This design comes from an exercise in tuning for a short achievable clock period and few clock cycles on the open sky130 flow, not from production work. In this exercise RTL edits were held to simulation tests only and were not proved equivalent to the original.

==> v23 <==
// acc_cpu_top
module acc_cpu_top (
    input  logic               clk,
    input  logic               arst_n,
    input  logic               start,
    input  logic               host_we,
    input  acc_cpu_pkg::addr_t host_addr,
    input  acc_cpu_pkg::word_t host_wdata,
    output acc_cpu_pkg::word_t host_rdata,
    output logic               busy,
    output logic               halted,
    output acc_cpu_pkg::word_t acc,
    output acc_cpu_pkg::addr_t pc
);
Settings: LEC_CHECK=0, ABC_CLOCK_PERIOD_IN_PS=5000, CAP_MARGIN=20, CORE_MARGIN=2, CORE_UTILIZATION=35, SETUP_SLACK_MARGIN=5, SLEW_MARGIN=20, SYNTH_MEMORY_MAX_BITS=8192; clock period 26.0 ns.
run.sh (not shown) runs the stock make flow with config.mk's settings and CLKGATE_MAP_FILE= SYNTH_SCRIPT=/design/flow/synth_recipe.tcl, a recipe that flattens the netlist after the stock synthesis.
==> inputs of v26, as changes to v23 <==
--- a/flow/design.v
+++ b/flow/design.v
@@ -347,16 +347,19 @@
                 ram[16*i +: 16] <= st2_data;
             end else if (hit1) begin
                 ram[16*i +: 16] <= wd1;
             end
         end
     end
+    logic [15:0] r1_lo, r1_hi;
+    assign r1_lo = busy ? op1_lo : h_lo;
+    assign r1_hi = busy ? op1_hi : h_hi;
     mem_read #(.NW(256), .NL(16)) u_rd1 (
         .words (ram),
-        .lo    (op1_lo),
-        .hi    (op1_hi),
+        .lo    (r1_lo),
+        .hi    (r1_hi),
         .q     (op1_data)
     );
     mem_read #(.NW(256), .NL(16)) u_rd2 (
         .words (ram),
         .lo    (op2_lo),
         .hi    (op2_hi),
@@ -386,21 +389,14 @@
             default: rot = {bank_data[47:0], bank_data[63:48]};
         endcase
     end
     assign fetch_w1 = rot[15:0];
     assign fetch_w2 = rot[31:16];
     assign fetch_w3 = rot[47:32];
-    acc_cpu_pkg::word_t host_data;
-    mem_read #(.NW(256), .NL(16)) u_rdh (
-        .words (ram),
-        .lo    (h_lo),
-        .hi    (h_hi),
-        .q     (host_data)
-    );
     always_ff @(posedge clk) begin
-        host_rdata <= host_data;
+        host_rdata <= op1_data;
     end
 endmodule
 `timescale 1ns/10ps
 module cpu_control (
     input  logic                 clk,
     input  logic                 arst_n,
@@ -493,14 +489,12 @@
         .operand_b (b1),
         .result    (alu1_result)
     );
     always_comb begin
         if (x1_load) begin
             acc1 = b1;
-        end else if (x1_mul) begin
-            acc1 = product;
         end else if (x1_alu) begin
             acc1 = alu1_result;
         end else begin
             acc1 = acc;
         end
     end
@@ -509,13 +503,15 @@
         .operand_a (acc1),
         .arith_a   (acc1),
         .operand_b (b2s),
         .result    (alu2_result)
     );
     always_comb begin
-        if (!do2) begin
+        if (x1_mul) begin
+            acc2 = product;
+        end else if (!do2) begin
             acc2 = acc1;
         end else if (x2_load) begin
             acc2 = b2s;
         end else if (x2_mul) begin
             acc2 = product;
         end else if (x2_alu) begin
==> flow/flow/run.sh (new file) <==
#!/bin/bash
# The standard layout (standard.sh: standard synthesis, floorplan,
# placement, CTS, routing), with the timing repair steps asked to leave
# more setup slack than the clock period needs, so that they keep
# improving the critical paths instead of stopping at the period.
# make's output goes to standard.log; each ORFS step keeps its own log
# under orfs/logs.
set -uo pipefail
export SETUP_SLACK_MARGIN=19
export TNS_END_PERCENT=0
bash standard.sh > standard.log 2>&1
==> flow/standard.sh (new file) <==
#!/bin/bash
# synth_recipe.tcl (not shown) runs the flow's synth.tcl, then flattens the netlist and writes it again
# the make line also repeats each setting of config.mk as NAME=value (left out here)
make -C /OpenROAD-flow-scripts/flow DESIGN_CONFIG=/design/flow/config.mk WORK_HOME=/design/flow/orfs CLKGATE_MAP_FILE= SYNTH_SCRIPT=/design/flow/synth_recipe.tcl "${@:-finish}"
==> flow/config.mk (replaced) <==
export PLATFORM = sky130hd
export DESIGN_NAME = acc_cpu_top
export DESIGN_NICKNAME = acc_cpu_top
export VERILOG_FILES = /design/flow/design.v
export SDC_FILE = /design/flow/constraint.sdc
export NUM_CORES = 4
export LEC_CHECK = 0
export ABC_CLOCK_PERIOD_IN_PS = 3000
export CAP_MARGIN = 20
export CORE_MARGIN = 2
export CORE_UTILIZATION = 28
export SLEW_MARGIN = 20
export SYNTH_MEMORY_MAX_BITS = 8192
removed: flow/run.sh
==> inputs of v30, as changes to v23 <==
--- a/flow/design.v
+++ b/flow/design.v
@@ -308,55 +308,49 @@
     input  logic [15:0]        op1_lo,
     input  logic [15:0]        op1_hi,
     output acc_cpu_pkg::word_t op1_data,
     input  logic [15:0]        op2_lo,
     input  logic [15:0]        op2_hi,
     output acc_cpu_pkg::word_t op2_data,
-    input  logic               st1_we,
-    input  logic [15:0]        st1_lo,
-    input  logic [15:0]        st1_hi,
-    input  acc_cpu_pkg::word_t st1_data,
-    input  logic               st2_we,
-    input  logic [15:0]        st2_lo,
-    input  logic [15:0]        st2_hi,
-    input  acc_cpu_pkg::word_t st2_data,
+    input  logic               st_we,
+    input  logic [15:0]        st_lo,
+    input  logic [15:0]        st_hi,
+    input  acc_cpu_pkg::word_t st_data,
     input  logic [63:0]        fb_lo,
     input  logic [15:0]        fb_hi,
     input  logic [1:0]         fa_low,
     output acc_cpu_pkg::word_t fetch_w1,
     output acc_cpu_pkg::word_t fetch_w2,
     output acc_cpu_pkg::word_t fetch_w3
 );
     localparam int nw = acc_cpu_pkg::mem_words;
     logic [nw*16-1:0] ram;
-    logic [15:0] h_lo, h_hi, p1_lo, p1_hi;
+    logic [15:0] h_lo, h_hi;
     assign h_lo  = 16'(1) << host_addr[3:0];
     assign h_hi  = 16'(1) << host_addr[7:4];
-    assign p1_lo = busy ? st1_lo : h_lo;
-    assign p1_hi = busy ? st1_hi : h_hi;
-    logic               we1;
-    acc_cpu_pkg::word_t wd1;
-    assign we1 = busy ? st1_we : host_we;
-    assign wd1 = busy ? st1_data : host_wdata;
+    logic [15:0]        w_lo, w_hi;
+    logic               we;
+    acc_cpu_pkg::word_t wd;
+    assign w_lo = busy ? st_lo : h_lo;
+    assign w_hi = busy ? st_hi : h_hi;
+    assign we   = busy ? st_we : host_we;
+    assign wd   = busy ? st_data : host_wdata;
     for (genvar i = 0; i < nw; i++) begin : g_word
-        logic               hit1;
-        logic               hit2;
-        assign hit1 = we1 & p1_lo[i % 16] & p1_hi[i / 16];
-        assign hit2 = st2_we & st2_lo[i % 16] & st2_hi[i / 16];
         always_ff @(posedge clk) begin
-            if (hit2) begin
-                ram[16*i +: 16] <= st2_data;
-            end else if (hit1) begin
-                ram[16*i +: 16] <= wd1;
+            if (we & w_lo[i % 16] & w_hi[i / 16]) begin
+                ram[16*i +: 16] <= wd;
             end
         end
     end
+    logic [15:0] r1_lo, r1_hi;
+    assign r1_lo = busy ? op1_lo : h_lo;
+    assign r1_hi = busy ? op1_hi : h_hi;
     mem_read #(.NW(256), .NL(16)) u_rd1 (
         .words (ram),
-        .lo    (op1_lo),
-        .hi    (op1_hi),
+        .lo    (r1_lo),
+        .hi    (r1_hi),
         .q     (op1_data)
     );
     mem_read #(.NW(256), .NL(16)) u_rd2 (
         .words (ram),
         .lo    (op2_lo),
         .hi    (op2_hi),
@@ -386,21 +380,14 @@
             default: rot = {bank_data[47:0], bank_data[63:48]};
         endcase
     end
     assign fetch_w1 = rot[15:0];
     assign fetch_w2 = rot[31:16];
     assign fetch_w3 = rot[47:32];
-    acc_cpu_pkg::word_t host_data;
-    mem_read #(.NW(256), .NL(16)) u_rdh (
-        .words (ram),
-        .lo    (h_lo),
-        .hi    (h_hi),
-        .q     (host_data)
-    );
     always_ff @(posedge clk) begin
-        host_rdata <= host_data;
+        host_rdata <= op1_data;
     end
 endmodule
 `timescale 1ns/10ps
 module cpu_control (
     input  logic                 clk,
     input  logic                 arst_n,
@@ -414,20 +401,16 @@
     output logic [15:0]          op1_lo,
     output logic [15:0]          op1_hi,
     input  acc_cpu_pkg::word_t   op1_data,
     output logic [15:0]          op2_lo,
     output logic [15:0]          op2_hi,
     input  acc_cpu_pkg::word_t   op2_data,
-    output logic                 st1_we,
-    output logic [15:0]          st1_lo,
-    output logic [15:0]          st1_hi,
-    output acc_cpu_pkg::word_t   st1_data,
-    output logic                 st2_we,
-    output logic [15:0]          st2_lo,
-    output logic [15:0]          st2_hi,
-    output acc_cpu_pkg::word_t   st2_data,
+    output logic                 st_we,
+    output logic [15:0]          st_lo,
+    output logic [15:0]          st_hi,
+    output acc_cpu_pkg::word_t   st_data,
     output logic                 busy,
     output logic                 halted,
     output acc_cpu_pkg::word_t   acc,
     output acc_cpu_pkg::addr_t   pc
 );
     localparam logic [1:0] xm_first = 2'd0;
@@ -443,13 +426,13 @@
     logic                rsame12;
     logic                xv1, xv2;
     acc_cpu_pkg::word_t  xir1, xir2;
     logic [17:0]         xk1, xk2;
     logic                xsame12;
     acc_cpu_pkg::word_t  b1, b2;
-    logic [15:0]         x1_lo, x1_hi, x2_lo, x2_hi;
+    logic [15:0]         xs_lo, xs_hi;
     logic [1:0]          xm;
     acc_cpu_pkg::word_t  mbr;
     logic [17:0]         mbr3;
     acc_cpu_pkg::word_t  drem;
     acc_cpu_pkg::word_t  dquo;
     logic [1:0]          dcnt;
@@ -493,14 +476,12 @@
         .operand_b (b1),
         .result    (alu1_result)
     );
     always_comb begin
         if (x1_load) begin
             acc1 = b1;
-        end else if (x1_mul) begin
-            acc1 = product;
         end else if (x1_alu) begin
             acc1 = alu1_result;
         end else begin
             acc1 = acc;
         end
     end
@@ -509,32 +490,33 @@
         .operand_a (acc1),
         .arith_a   (acc1),
         .operand_b (b2s),
         .result    (alu2_result)
     );
     always_comb begin
-        if (!do2) begin
+        if (x1_mul) begin
+            acc2 = product;
+        end else if (!do2) begin
             acc2 = acc1;
         end else if (x2_load) begin
             acc2 = b2s;
         end else if (x2_mul) begin
             acc2 = product;
         end else if (x2_alu) begin
             acc2 = alu2_result;
         end else begin
             acc2 = acc1;
         end
     end
-    assign st1_we   = x_go && x1_store;
-    assign st1_lo   = x1_lo;
-    assign st1_hi   = x1_hi;
-    assign st1_data = acc;
-    assign st2_we   = do2 && x2_store;
-    assign st2_lo   = x2_lo;
-    assign st2_hi   = x2_hi;
-    assign st2_data = acc1;
+    logic st1_we, st2_we;
+    assign st1_we  = x_go && x1_store;
+    assign st2_we  = do2 && x2_store;
+    assign st_we   = st1_we || st2_we;
+    assign st_lo   = xs_lo;
+    assign st_hi   = xs_hi;
+    assign st_data = x1_store ? acc : acc1;
     logic               st2_early;
     acc_cpu_pkg::word_t st2_early_data;
     assign st2_early      = !x1_alu;
     assign st2_early_data = x1_load ? b1 : acc;
     logic div_small, skip3, skip2, skip1, div_start;
     acc_gt #(.W(16)) u_small (.x(b1), .y(acc),                 .gt(div_small));
@@ -632,12 +614,13 @@
                            && (w2[11:8] != acc_cpu_pkg::alu_mul) && (w2[11:8] != acc_cpu_pkg::alu_div));
     assign w2_mul    = (k2 == acc_cpu_pkg::kind_alu) && (w2[11:8] == acc_cpu_pkg::alu_mul);
     assign w2_jump   = k2 == acc_cpu_pkg::kind_jump;
     assign w2_jz     = k2 == acc_cpu_pkg::kind_jz;
     assign w2_store  = k2 == acc_cpu_pkg::kind_store;
     assign pair      = !w1_halt && !w1_jump && !w1_mul && !w1_div && !w1_self && !w2_stale
+                       && !(w1_store && w2_store)
                        && (w2_plain || w2_jump
                            || ((w2_jz || w2_mul) && !w1_modacc)
                            || (w2_mul && (k1 == acc_cpu_pkg::kind_load)));
     assign fold3 = pair && !w2_jump && (w3[15:12] == acc_cpu_pkg::kind_jump) && !w3_stale
                    && !(w1_store && (w1[7:0] == fa_p2))
                    && !(w2_store && (w2[7:0] == fa_p2));
@@ -751,16 +734,19 @@
             op2_hi  <= 16'(1) << w2[7:4];
             xir1    <= rir1;
             xir2    <= rir2;
             xk1     <= rk1;
             xk2     <= rk2;
             xsame12 <= rsame12;
-            x1_lo   <= op1_lo;
-            x1_hi   <= op1_hi;
-            x2_lo   <= op2_lo;
-            x2_hi   <= op2_hi;
+            if (rv2 && (rir2[15:12] == acc_cpu_pkg::kind_store)) begin
+                xs_lo <= op2_lo;
+                xs_hi <= op2_hi;
+            end else begin
+                xs_lo <= op1_lo;
+                xs_hi <= op1_hi;
+            end
             b1      <= r_b1;
             b2      <= r_b2;
         end
         if (xm == xm_first) begin
             mbr  <= b1;
             mbr3 <= b1_x3;
@@ -821,20 +807,16 @@
     logic [15:0]        op1_lo;
     logic [15:0]        op1_hi;
     acc_cpu_pkg::word_t op1_data;
     logic [15:0]        op2_lo;
     logic [15:0]        op2_hi;
     acc_cpu_pkg::word_t op2_data;
-    logic               st1_we;
-    logic [15:0]        st1_lo;
-    logic [15:0]        st1_hi;
-    acc_cpu_pkg::word_t st1_data;
-    logic               st2_we;
-    logic [15:0]        st2_lo;
-    logic [15:0]        st2_hi;
-    acc_cpu_pkg::word_t st2_data;
+    logic               st_we;
+    logic [15:0]        st_lo;
+    logic [15:0]        st_hi;
+    acc_cpu_pkg::word_t st_data;
     cpu_control u_control (
         .clk       (clk),
         .arst_n    (arst_n),
         .start     (start),
         .fb_lo     (fb_lo),
         .fb_hi     (fb_hi),
@@ -845,20 +827,16 @@
         .op1_lo    (op1_lo),
         .op1_hi    (op1_hi),
         .op1_data  (op1_data),
         .op2_lo    (op2_lo),
         .op2_hi    (op2_hi),
         .op2_data  (op2_data),
-        .st1_we    (st1_we),
-        .st1_lo    (st1_lo),
-        .st1_hi    (st1_hi),
-        .st1_data  (st1_data),
-        .st2_we    (st2_we),
-        .st2_lo    (st2_lo),
-        .st2_hi    (st2_hi),
-        .st2_data  (st2_data),
+        .st_we     (st_we),
+        .st_lo     (st_lo),
+        .st_hi     (st_hi),
+        .st_data   (st_data),
         .busy      (busy),
         .halted    (halted),
         .acc       (acc),
         .pc        (pc)
     );
     main_memory u_memory (
@@ -871,20 +849,16 @@
         .op1_lo     (op1_lo),
         .op1_hi     (op1_hi),
         .op1_data   (op1_data),
         .op2_lo     (op2_lo),
         .op2_hi     (op2_hi),
         .op2_data   (op2_data),
-        .st1_we     (st1_we),
-        .st1_lo     (st1_lo),
-        .st1_hi     (st1_hi),
-        .st1_data   (st1_data),
-        .st2_we     (st2_we),
-        .st2_lo     (st2_lo),
-        .st2_hi     (st2_hi),
-        .st2_data   (st2_data),
+        .st_we      (st_we),
+        .st_lo      (st_lo),
+        .st_hi      (st_hi),
+        .st_data    (st_data),
         .fb_lo      (fb_lo),
         .fb_hi      (fb_hi),
         .fa_low     (fa_low),
         .fetch_w1   (fetch_w1),
         .fetch_w2   (fetch_w2),
         .fetch_w3   (fetch_w3)
==> flow/flow/run.sh (new file) <==
#!/bin/bash
# The standard layout (standard.sh: standard synthesis, floorplan,
# placement, CTS, routing), with the timing repair steps asked to leave
# more setup slack than the clock period needs, so that they keep
# improving the critical paths instead of stopping at the period.
# make's output goes to standard.log; each ORFS step keeps its own log
# under orfs/logs.
set -uo pipefail
export SETUP_SLACK_MARGIN=19
export TNS_END_PERCENT=5
bash standard.sh > standard.log 2>&1
==> flow/standard.sh (new file) <==
#!/bin/bash
# synth_recipe.tcl (not shown) runs the flow's synth.tcl, then flattens the netlist and writes it again
# the make line also repeats each setting of config.mk as NAME=value (left out here)
make -C /OpenROAD-flow-scripts/flow DESIGN_CONFIG=/design/flow/config.mk WORK_HOME=/design/flow/orfs CLKGATE_MAP_FILE= SYNTH_SCRIPT=/design/flow/synth_recipe.tcl "${@:-finish}"
==> flow/config.mk (replaced) <==
export PLATFORM = sky130hd
export DESIGN_NAME = acc_cpu_top
export DESIGN_NICKNAME = acc_cpu_top
export VERILOG_FILES = /design/flow/design.v
export SDC_FILE = /design/flow/constraint.sdc
export NUM_CORES = 4
export LEC_CHECK = 0
export ABC_CLOCK_PERIOD_IN_PS = 1500
export CAP_MARGIN = 20
export CORE_MARGIN = 2
export CORE_UTILIZATION = 32
export SLEW_MARGIN = 20
export SYNTH_MEMORY_MAX_BITS = 8192
removed: flow/run.sh
==> notes <==
In v30 the synthesized cell count is smaller than in v23, by 38%. Area after synthesis: v23 > v26 > v30. v26 stopped in global routing (5_1_grt) (GRT-0116). v23 never finished: it broke off in global routing (5_1_grt). v30 died in global routing (5_1_grt) with GRT-0116.
==> figures <==
metric	v23	v30	v26
Number of placed cells counting well taps	44.6k	31.3k	44.0k
Basic-gate share of the synthesized area counting and, or, nand and nor cells	12.2%	8.63%	12.9%
Synth top area share	42.8%	54.3%	46.2%
Effective utilization at floorplan	35.1%	32.1%	28.1%
Distinct cells, synth	128	117	117
FF+latch count, synth	4,544	4,512	4,544
Part of the Yosys area used for sequential elements	43.6%	55.2%	47.0%
Post-synthesis area per instance	9.18 µm²	11.7 µm²	9.27 µm²
Total number of placement rows	346	320	372
Post-cts repair resize count	0	3,442	1,457
Post-place setup slack	13,280 ps	12,620 ps	13,270 ps
Outcome	aborted with a tool error	aborted with a tool error	aborted with a tool error
Last stage reached	global routing (5_1_grt)	global routing (5_1_grt)	global routing (5_1_grt)
Net count of the mapped netlist	34.3k	21.3k	31.6k
EDFF count, synth	4,436	4,404	4,436
Testbench counts of v23, summed over its fixed seeds: cycles 36,537.
Testbench counts of v26, summed over its fixed seeds: cycles 36,537.
Testbench counts of v30, summed over its fixed seeds: cycles 36,909.
